Background: an optimization exercise with open tools, aiming at small area. Do not read the settings as production practice. Function was checked by simulation only, so behaviour that the tests miss may differ from the original. Power figures rest on the tool's default switching activity, not on a simulated workload.

Setup of rev 12:
==> module ysyx_23060184_rf_dec, before the edit <==
module ysyx_23060184_rf_dec (
  input  logic        i_en,
  input  logic [4:0]  i_addr,
  output logic [31:1] o_sel,
  output logic [31:1] o_sel2
);
  logic [3:0] w_lo;
  logic [7:0] w_hi;
  ysyx_23060184_rf_predec u_pre (.i_lo_on(i_en), .i_lo_force(1'b0), .i_hi_force(1'b0),
                                 .i_addr(i_addr), .o_lo(w_lo), .o_hi(w_hi));
  for (genvar j = 1; j < 32; j++) begin : g_sel
    logic w_n;
    ysyx_23060184_rf_nand2 u_nand (.i_a(w_lo[j % 4]), .i_b(w_hi[j / 4]), .o_n(w_n));
    ysyx_23060184_rf_inv u_inv (.i_a(w_n), .o_y(o_sel[j]));
    ysyx_23060184_rf_inv u_inv2 (.i_a(w_n), .o_y(o_sel2[j]));
  end
endmodule
clock: 6.0 ns
lec_check: 0
cap_margin: 20
core_margin: 2
core_utilization: 60
slew_margin: 20
synth_hierarchical: 1
synth_minimum_keep_size: 0
standard.sh (not shown) runs the stock make flow with config.mk's settings and CLKGATE_MAP_FILE= SYNTH_SCRIPT=/design/flow/synth_recipe.tcl, a recipe that flattens the netlist after the stock synthesis.
==> flow/flow/run.sh <==
#!/bin/bash
# Standard ORFS layout with buf_1 port buffers, a clock tree of clkbuf_8 leaves without
# dummy loads.
set -euo pipefail
export BUFFER_PORTS_ARGS="-buffer_cell sky130_fd_sc_hd__buf_1"
export CTS_ARGS="-sink_clustering_enable -repair_clock_nets -dont_use_dummy_load -root_buf sky130_fd_sc_hd__clkbuf_16 -buf_list sky130_fd_sc_hd__clkbuf_8 -sink_clustering_size 16 -sink_clustering_max_diameter 60"
bash standard.sh > orfs_make.log 2>&1
Rev 12 completed end to end; final checks failed (antenna violations).
Edits applied to the flow inputs when going from rev 12 to rev 13:
--- a/flow/design.v
+++ b/flow/design.v
@@ -86,10 +86,9 @@
   output logic [31:1] o_sel2
 );
   logic [3:0] w_lo;
   logic [7:0] w_hi;
-  ysyx_23060184_rf_predec u_pre (.i_lo_on(i_en), .i_lo_force(1'b0), .i_hi_force(1'b0),
-                                 .i_addr(i_addr), .o_lo(w_lo), .o_hi(w_hi));
+  ysyx_23060184_rf_predec_en u_pre (.i_en(i_en), .i_addr(i_addr), .o_lo(w_lo), .o_hi(w_hi));
   for (genvar j = 1; j < 32; j++) begin : g_sel
     logic w_n;
     ysyx_23060184_rf_nand2 u_nand (.i_a(w_lo[j % 4]), .i_b(w_hi[j / 4]), .o_n(w_n));
     ysyx_23060184_rf_inv u_inv (.i_a(w_n), .o_y(o_sel[j]));
@@ -113,8 +112,19 @@
     ysyx_23060184_rf_inv u_inv (.i_a(w_n), .o_y(o_sel[j]));
     ysyx_23060184_rf_inv u_inv2 (.i_a(w_n), .o_y(o_sel2[j]));
   end
 endmodule
+module ysyx_23060184_rf_predec_en (
+  input  logic       i_en,
+  input  logic [4:0] i_addr,
+  output logic [3:0] o_lo,
+  output logic [7:0] o_hi
+);
+  always_comb begin
+    for (int k = 0; k < 4; k++) o_lo[k] = i_en && i_addr[1:0] == 2'(k);
+    for (int k = 0; k < 8; k++) o_hi[k] = i_addr[4:2] == 3'(k);
+  end
+endmodule
 module ysyx_23060184_rf_predec (
   input  logic       i_lo_on,
   input  logic       i_lo_force,
   input  logic       i_hi_force,
Notes after the runs:
Every stage of the flow completed for rev 13, and the final layout passed the timing, DRC and antenna checks. Clock skew after layout ended up 0.022 ns lower on rev 13 than on rev 12. Compared with rev 12, the detailed router inserted more vias in rev 13. Relative to rev 12, rev 13 improves time the final worst path needs with I/O delays and setup. Post-route standard cell area excluding fillers (rev 13 over rev 12): decrease, about 0.9%. Compared with rev 12, rev 13 shows a lower core occupancy in the finished layout. Rev 13 vs. rev 12: instance count on the critical path went down by 1. There was hardly any difference in sequential power between rev 13 and rev 12. Of rev 12 and rev 13, rev 13 shows the lower met1 usage, with rev 12 above it. When rev 13 is set beside rev 12, its largest vdd supply drop turns out to be about 5% smaller. On insertion delay to the later sink of the worst-skew pair, rev 12 and rev 13 are neck and neck. Rev 13 reports a higher worst setup slack than rev 12 does. Proportion of layout cells with a drive suffix above 1: rev 13 vs rev 12 down 0.65 points. Routed length on met3, rev 13 vs rev 12: down by more than 10%.

==> re-timing with driven ports <==
No port has a modelled driver above. Below, the same layouts with a new extraction and two added sets of constraints. Step 1 sets driving cells, clkbuf_16 on the clock port and buf_2 on the other inputs (assumed; they add their load-dependent delay and slew). Step 2 moves the port delays by t, midway between the first and last clock arrival at a register: inputs arrive t later, outputs are due t later. That takes back most of the time a late clock gives input paths. a / b / c = no drivers / after step 1 / after step 2; a / b = the first two.
| run | t (ns) | slack for setup (ns) | hold WS [ns] | latest minus earliest clock arrival (ns) |
|---|---|---|---|---|
| rev 12 | 0.664 | 0.228 / 0.207 / 0.207 | 0.401 / 0.401 / 0.401 | 0.058 / 0.059 |
| rev 13 | 0.680 | 0.297 / 0.266 / 0.266 | 0.377 / 0.377 / 0.377 | 0.043 / 0.043 |
The setup slack of rev 13, which loses most, moves by -0.031 ns with the drivers and by -0.031 ns with both steps.
